Background: an optimization exercise with open tools, aiming at small area and a short achievable clock period. Do not read the settings as production practice.
In this exercise RTL edits were held to simulation tests only and were not proved equivalent to the original.
No activity file was given, so power comes from the tool's default toggle rates.

run A:
==> flow/design.v <==
package fifo_flags_pkg;
  localparam int DEFAULT_WIDTH = 8;
  localparam int DEFAULT_NUM   = 256;
  function automatic int cnt_bits(input int num);
    cnt_bits = $clog2(num + 1);
  endfunction
  function automatic int ptr_bits(input int num);
    ptr_bits = (num < 2) ? 1 : $clog2(num);
  endfunction
endpackage
module fifo_g_sel8 (
  input  logic [7:0] s,
  input  logic [7:0] d,
  output logic       y
);
  assign y = |(s & d);
endmodule
module fifo_g_nor2 (
  input  logic a, b,
  output logic y
);
  assign y = ~(a | b);
endmodule
module fifo_g_nand2 (
  input  logic a, b,
  output logic y
);
  assign y = ~(a & b);
endmodule
module fifo_g_and2 (
  input  logic a, b,
  output logic y
);
  assign y = a & b;
endmodule
module fifo_g_mux2i (
  input  logic a0, a1, s,
  output logic y
);
  assign y = ~(s ? a1 : a0);
endmodule
module fifo_ptr_wrap (
  input  logic [255:0] sel,
  input  logic [255:0] d,
  output logic         yn
);
  logic [31:0] p;    
  logic [15:0] q;    
  logic [7:0]  r;    
  logic [3:0]  s;    
  logic [1:0]  t;    
  for (genvar i = 0; i < 32; i++) begin : g_p
    fifo_g_sel8 u (.s(sel[8*i +: 8]), .d(d[8*i +: 8]), .y(p[i]));
  end
  for (genvar i = 0; i < 16; i++) begin : g_q
    fifo_g_nor2 u (.a(p[2*i]), .b(p[2*i+1]), .y(q[i]));
  end
  for (genvar i = 0; i < 8; i++) begin : g_r
    fifo_g_nand2 u (.a(q[2*i]), .b(q[2*i+1]), .y(r[i]));
  end
  for (genvar i = 0; i < 4; i++) begin : g_s
    fifo_g_nor2 u (.a(r[2*i]), .b(r[2*i+1]), .y(s[i]));
  end
  for (genvar i = 0; i < 2; i++) begin : g_t
    fifo_g_nand2 u (.a(s[2*i]), .b(s[2*i+1]), .y(t[i]));
  end
  fifo_g_nor2 u_y (.a(t[0]), .b(t[1]), .y(yn));
endmodule
module fifo_cnt_next #(
  parameter int CW       = 9,
  parameter int NUM      = 256,
  parameter int AF_LEVEL = 252,
  parameter int AE_LEVEL = 4
) (
  input  logic [CW-1:0] count,
  output logic [CW-1:0] up,
  output logic [CW-1:0] dn,
  output logic          c_m1,        
  output logic          c_le_ae_m1,  
  output logic          c_ae,        
  output logic          c_ae_p1,     
  output logic          c_af_m1,     
  output logic          c_af,        
  output logic          c_ge_af_p1   
);
  assign up         = count + CW'(1);
  assign dn         = count - CW'(1);
  assign c_m1       = (count == CW'(NUM - 1));
  assign c_le_ae_m1 = (count <= CW'(AE_LEVEL - 1));
  assign c_ae       = (count == CW'(AE_LEVEL));
  assign c_ae_p1    = (count == CW'(AE_LEVEL + 1));
  assign c_af_m1    = (count == CW'(AF_LEVEL - 1));
  assign c_af       = (count == CW'(AF_LEVEL));
  assign c_ge_af_p1 = (count >= CW'(AF_LEVEL + 1));
endmodule
module fifo_pv_next (
  input  logic write_strobe,
  input  logic read_strobe,
  input  logic data_available,
  input  logic full,
  input  logic c_1,
  output logic pv_next
);
  assign pv_next = write_strobe & data_available & (~full | read_strobe) & ~(read_strobe & c_1);
endmodule
module fifo_head_next (
  input  logic sr_n,
  input  logic alt,
  input  logic ld_sr,
  output logic y
);
  assign y = ld_sr ? ~sr_n : alt;
endmodule
module fifo_flags #(
  parameter int WIDTH    = fifo_flags_pkg::DEFAULT_WIDTH,
  parameter int NUM      = fifo_flags_pkg::DEFAULT_NUM,
  parameter int AF_LEVEL = NUM - 4,
  parameter int AE_LEVEL = 4
) (
  input  logic                     clk,
  input  logic                     reset_n,
  input  logic [WIDTH-1:0]         write_data,
  input  logic                     write_strobe,
  input  logic                     read_strobe,
  output logic [WIDTH-1:0]         read_data,
  output logic                     data_available,
  output logic                     full,
  output logic                     almost_full,
  output logic                     almost_empty,
  output logic [fifo_flags_pkg::cnt_bits(NUM)-1:0] count,
  output logic                     overflow,
  output logic                     underflow,
  input  logic                     err_clear
);
  localparam int CW = fifo_flags_pkg::cnt_bits(NUM);
  localparam int PW = fifo_flags_pkg::ptr_bits(NUM);
  localparam int SD = NUM - 1;             
  localparam int HW = 1 << (PW / 2);       
  localparam int LW = 1 << (PW - PW / 2);  
  logic [WIDTH-1:0] sr [SD];
  logic [WIDTH-1:0] head;
  logic [WIDTH-1:0] pend;
  logic             pend_v;
  localparam int NEN = 2 * WIDTH;           
  localparam int SEG = (SD + 1) / 2;        
  logic [NEN-1:0]   sr_en;
  logic [HW-1:0]    ra_hi;
  logic [LW-1:0]    ra_lo;
  logic             sr_empty;    
  logic [CW-1:0] cnt_up, cnt_dn;
  logic c_m1, c_le_ae_m1, c_ae, c_ae_p1, c_af_m1, c_af, c_ge_af_p1;
  fifo_cnt_next #(.CW(CW), .NUM(NUM), .AF_LEVEL(AF_LEVEL), .AE_LEVEL(AE_LEVEL)) u_cnt (
    .count      (count),
    .up         (cnt_up),
    .dn         (cnt_dn),
    .c_m1       (c_m1),
    .c_le_ae_m1 (c_le_ae_m1),
    .c_ae       (c_ae),
    .c_ae_p1    (c_ae_p1),
    .c_af_m1    (c_af_m1),
    .c_af       (c_af),
    .c_ge_af_p1 (c_ge_af_p1)
  );
  logic c_0, c_1;
  assign c_0 = ~data_available;
  assign c_1 = data_available & sr_empty & ~pend_v;
  logic rd_acc, wr_acc, inc, dec;
  assign rd_acc = read_strobe & data_available;
  assign wr_acc = write_strobe & (~full | read_strobe);
  assign inc    = wr_acc & ~rd_acc;
  assign dec    = rd_acc & ~wr_acc;
  always_ff @(posedge clk) begin
    pend <= write_data;
    for (int b = 0; b < WIDTH; b++) begin
      if (sr_en[2*b]) sr[0][b] <= pend[b];
      for (int i = 1; i < SD; i++) begin
        if (sr_en[2*b + i / SEG]) sr[i][b] <= sr[i-1][b];
      end
    end
  end
  logic [HW*LW-1:0] rsel;
  logic [WIDTH-1:0] sr_out_n;
  for (genvar i = 0; i < HW * LW; i++) begin : g_sel
    fifo_g_and2 u_dec (.a(ra_hi[i / LW]), .b(ra_lo[i % LW]), .y(rsel[i]));
  end
  for (genvar b = 0; b < WIDTH; b++) begin : g_bit
    logic [HW*LW-1:0] d;
    for (genvar i = 0; i < HW * LW; i++) begin : g_ent
      if (i < SD) begin : g_used
        assign d[i] = sr[i][b];
      end else begin : g_unused
        assign d[i] = 1'b0;
      end
    end
    fifo_ptr_wrap u_rd (.sel(rsel), .d(d), .yn(sr_out_n[b]));
  end
  logic             ld_wd, ld_sr, ld_p;
  logic [WIDTH-1:0] alt, head_d;
  assign ld_wd   = (c_0 & write_strobe) | (c_1 & read_strobe);
  assign ld_sr   = read_strobe & ~sr_empty;
  assign ld_p    = read_strobe & sr_empty & pend_v;
  assign alt     = ld_wd ? write_data : (ld_p ? pend : head);
  for (genvar b = 0; b < WIDTH; b++) begin : g_head
    fifo_head_next u_mux (.sr_n(sr_out_n[b]), .alt(alt[b]), .ld_sr(ld_sr), .y(head_d[b]));
  end
  always_ff @(posedge clk) begin
    head <= head_d;
  end
  assign read_data = head;
  logic [NEN:0] pv_next;
  for (genvar k = 0; k <= NEN; k++) begin : g_pv
    fifo_pv_next u_pv (
      .write_strobe   (write_strobe),
      .read_strobe    (read_strobe),
      .data_available (data_available),
      .full           (full),
      .c_1            (c_1),
      .pv_next        (pv_next[k])
    );
  end
  always_ff @(posedge clk or negedge reset_n) begin
    if (!reset_n) begin
      pend_v   <= 1'b0;
      sr_en    <= '0;
      ra_hi    <= HW'(1) << (HW - 1);
      ra_lo    <= LW'(1) << (LW - 1);
      sr_empty <= 1'b1;
    end else begin
      pend_v <= pv_next[NEN];
      sr_en  <= pv_next[NEN-1:0];
      if (pend_v & ~read_strobe) begin
        ra_lo    <= {ra_lo[LW-2:0], ra_lo[LW-1]};
        if (ra_lo[LW-1]) ra_hi <= {ra_hi[HW-2:0], ra_hi[HW-1]};
        sr_empty <= 1'b0;
      end else if (~pend_v & read_strobe & ~sr_empty) begin
        ra_lo    <= {ra_lo[0], ra_lo[LW-1:1]};
        if (ra_lo[0]) ra_hi <= {ra_hi[0], ra_hi[HW-1:1]};
        sr_empty <= ra_hi[0] & ra_lo[0];
      end
    end
  end
  always_ff @(posedge clk or negedge reset_n) begin
    if (!reset_n) begin
      count          <= '0;
      data_available <= 1'b0;
      full           <= 1'b0;
      almost_full    <= 1'b0;
      almost_empty   <= 1'b1;
    end else begin
      if (inc) count <= cnt_up;
      else if (dec) count <= cnt_dn;
      data_available <= ~(~write_strobe & (c_0 | (c_1 & read_strobe)));
      full           <= (full & ~dec) | (c_m1 & inc);
      almost_full    <= c_ge_af_p1 | (c_af & ~dec) | (c_af_m1 & inc);
      almost_empty   <= c_le_ae_m1 | (c_ae & ~inc) | (c_ae_p1 & dec);
    end
  end
  always_ff @(posedge clk or negedge reset_n) begin
    if (!reset_n) begin
      overflow  <= 1'b0;
      underflow <= 1'b0;
    end else if (err_clear) begin
      overflow  <= 1'b0;
      underflow <= 1'b0;
    end else begin
      if (write_strobe & ~wr_acc) overflow  <= 1'b1;
      if (read_strobe & ~rd_acc)  underflow <= 1'b1;
    end
  end
endmodule
clock: 5.5 ns
lec_check: 0
abc_clock_period_in_ps: 2000
cap_margin: 20
core_margin: 2
core_utilization: 50
cts_cluster_diameter: 100
cts_cluster_size: 30
setup_slack_margin: 3.3
slew_margin: 20
synth_hierarchical: 1
tns_end_percent: 5
run.sh (not shown) runs the stock make flow with config.mk's settings and CLKGATE_MAP_FILE= SYNTH_SCRIPT=/design/flow/synth_recipe.tcl, a recipe that flattens the netlist after the stock synthesis.
### run A -> run B
Settings: swapping 3.3 for 3.2 in SETUP_SLACK_MARGIN; swapping 50 for 60 in CORE_UTILIZATION.
Findings:
Setup WNS run A -> run B: worse. Compared with run A, run B shows highest net fanout along the worst path lower by 2. Compared with run A, final area in run B decreased slightly. Summary of run B over run A: critical path depth down 1, gate count after technology mapping flat. Detail-routed net length per standard cell: run B and run A compared, higher one is run B.
Inputs modified between run B and run C:
Settings: changing CORE_UTILIZATION from 60 to 50; changing TNS_END_PERCENT from 5 to 20; setting GPL_ROUTABILITY_DRIVEN to 0 for the first time.
==> notes.md <==
- Going from run B to run C, the die area was enlarged.
- The higher final cell utilization of the core came out of run B.
- The total power density per cell area reported for run C is smaller than that of run B by 1.1%.
- Setup slack delta (run C − run B): favourable
- Run B tops out at a lower clock frequency than run C.
- Global routing usage on met2 in run C is 8.1 points lower than in run B
- Run B -> run C: number of filler cells placed in the layout increased by more than a quarter
- Run C: highest cell delay on the worst timing path is 0.05 ns lower than what run B reported.
- Maximum vdd drop, run C vs run B: down by more than 10%
- Sort run C and run B by post-CTS repair timing setup buffer count asc -> top: run B
- Run C vs run B on total power: run C is the higher one.
Input-level comparison between run D and run C:
Settings: a change of TNS_END_PERCENT from 20 to 5; a deleted GPL_ROUTABILITY_DRIVEN that had been 0.
==> flow/flow/run.sh (new file) <==
#!/bin/bash
# Standard layout, with two changes to how ORFS sizes cells:
#  - port buffers are made with buf_4 instead of the library's smallest buffer (a delay cell),
#  - timing repair may change a cell to any of its function, not only to the same footprint.
# make's full output goes to flow_make.log in this folder; ORFS's per-step logs are under orfs/logs.
set -euo pipefail
bash standard.sh MATCH_CELL_FOOTPRINT=0 "BUFFER_PORTS_ARGS=-buffer_cell sky130_fd_sc_hd__buf_4" finish > flow_make.log 2>&1
==> flow/standard.sh (new file) <==
#!/bin/bash
# synth_recipe.tcl (not shown) runs the flow's synth.tcl, then flattens the netlist and writes it again
# the make line also repeats each setting of config.mk as NAME=value (left out here)
make -C /OpenROAD-flow-scripts/flow DESIGN_CONFIG=/design/flow/config.mk WORK_HOME=/design/flow/orfs CLKGATE_MAP_FILE= SYNTH_SCRIPT=/design/flow/synth_recipe.tcl "${@:-finish}"
removed: flow/run.sh
### Flow results
- Diff run D and run C: largest fanout of any net on the critical path lower in run C
- Summary of run D over run C: number of clock buffer instances in the layout rose 8, total power density per cell area about even, utilization about even, area used by sequential logic in the layout about even, first-pass GRT wire length rose 2.8%.
- register to register as the class of the most critical setup path was reported by run C, and input port to register by run D.
- The worst min-delay path category comes out register to register in one run and input port to asynchronous set/reset pin in the other, namely in run C and run D respectively.
- ra_lo[10]$_DFFE_PN0P_ as the timing startpoint of the critical path was reported by run C, and read_strobe by run D.

[what the ideal ports hide]
The flow's constraints put no driver on any port. The routed layouts listed below were extracted and timed again, unchanged, in two steps.
Step 1, drivers: a clkbuf_16 drives clk and a buf_2 each remaining input, both assumed.
Step 2 also shifts input and output timing later by t, the mid clock arrival at the registers, as if the neighbouring blocks saw the same clock.
Slacks: no drivers / after step 1 / after step 2; pairs: no drivers / after step 1.
run | t (ns) | setup WS [ns] | hold slack, ns
run A | 0.791 | 3.041 / 2.981 / 2.443 | 0.437 / 0.417 / 0.437
run B | 0.780 | 3.008 / 2.982 / 2.373 | 0.448 / 0.431 / 0.448
run C | 0.797 | 3.027 / 2.975 / 2.455 | 0.435 / 0.419 / 0.435
run D | 0.796 | 2.998 / 2.967 / 2.256 | 0.440 / 0.388 / 0.443
After both steps every run listed still meets setup and hold. The setup slack of run D, which loses most, moves by -0.031 ns with the drivers and by -0.742 ns with both steps.
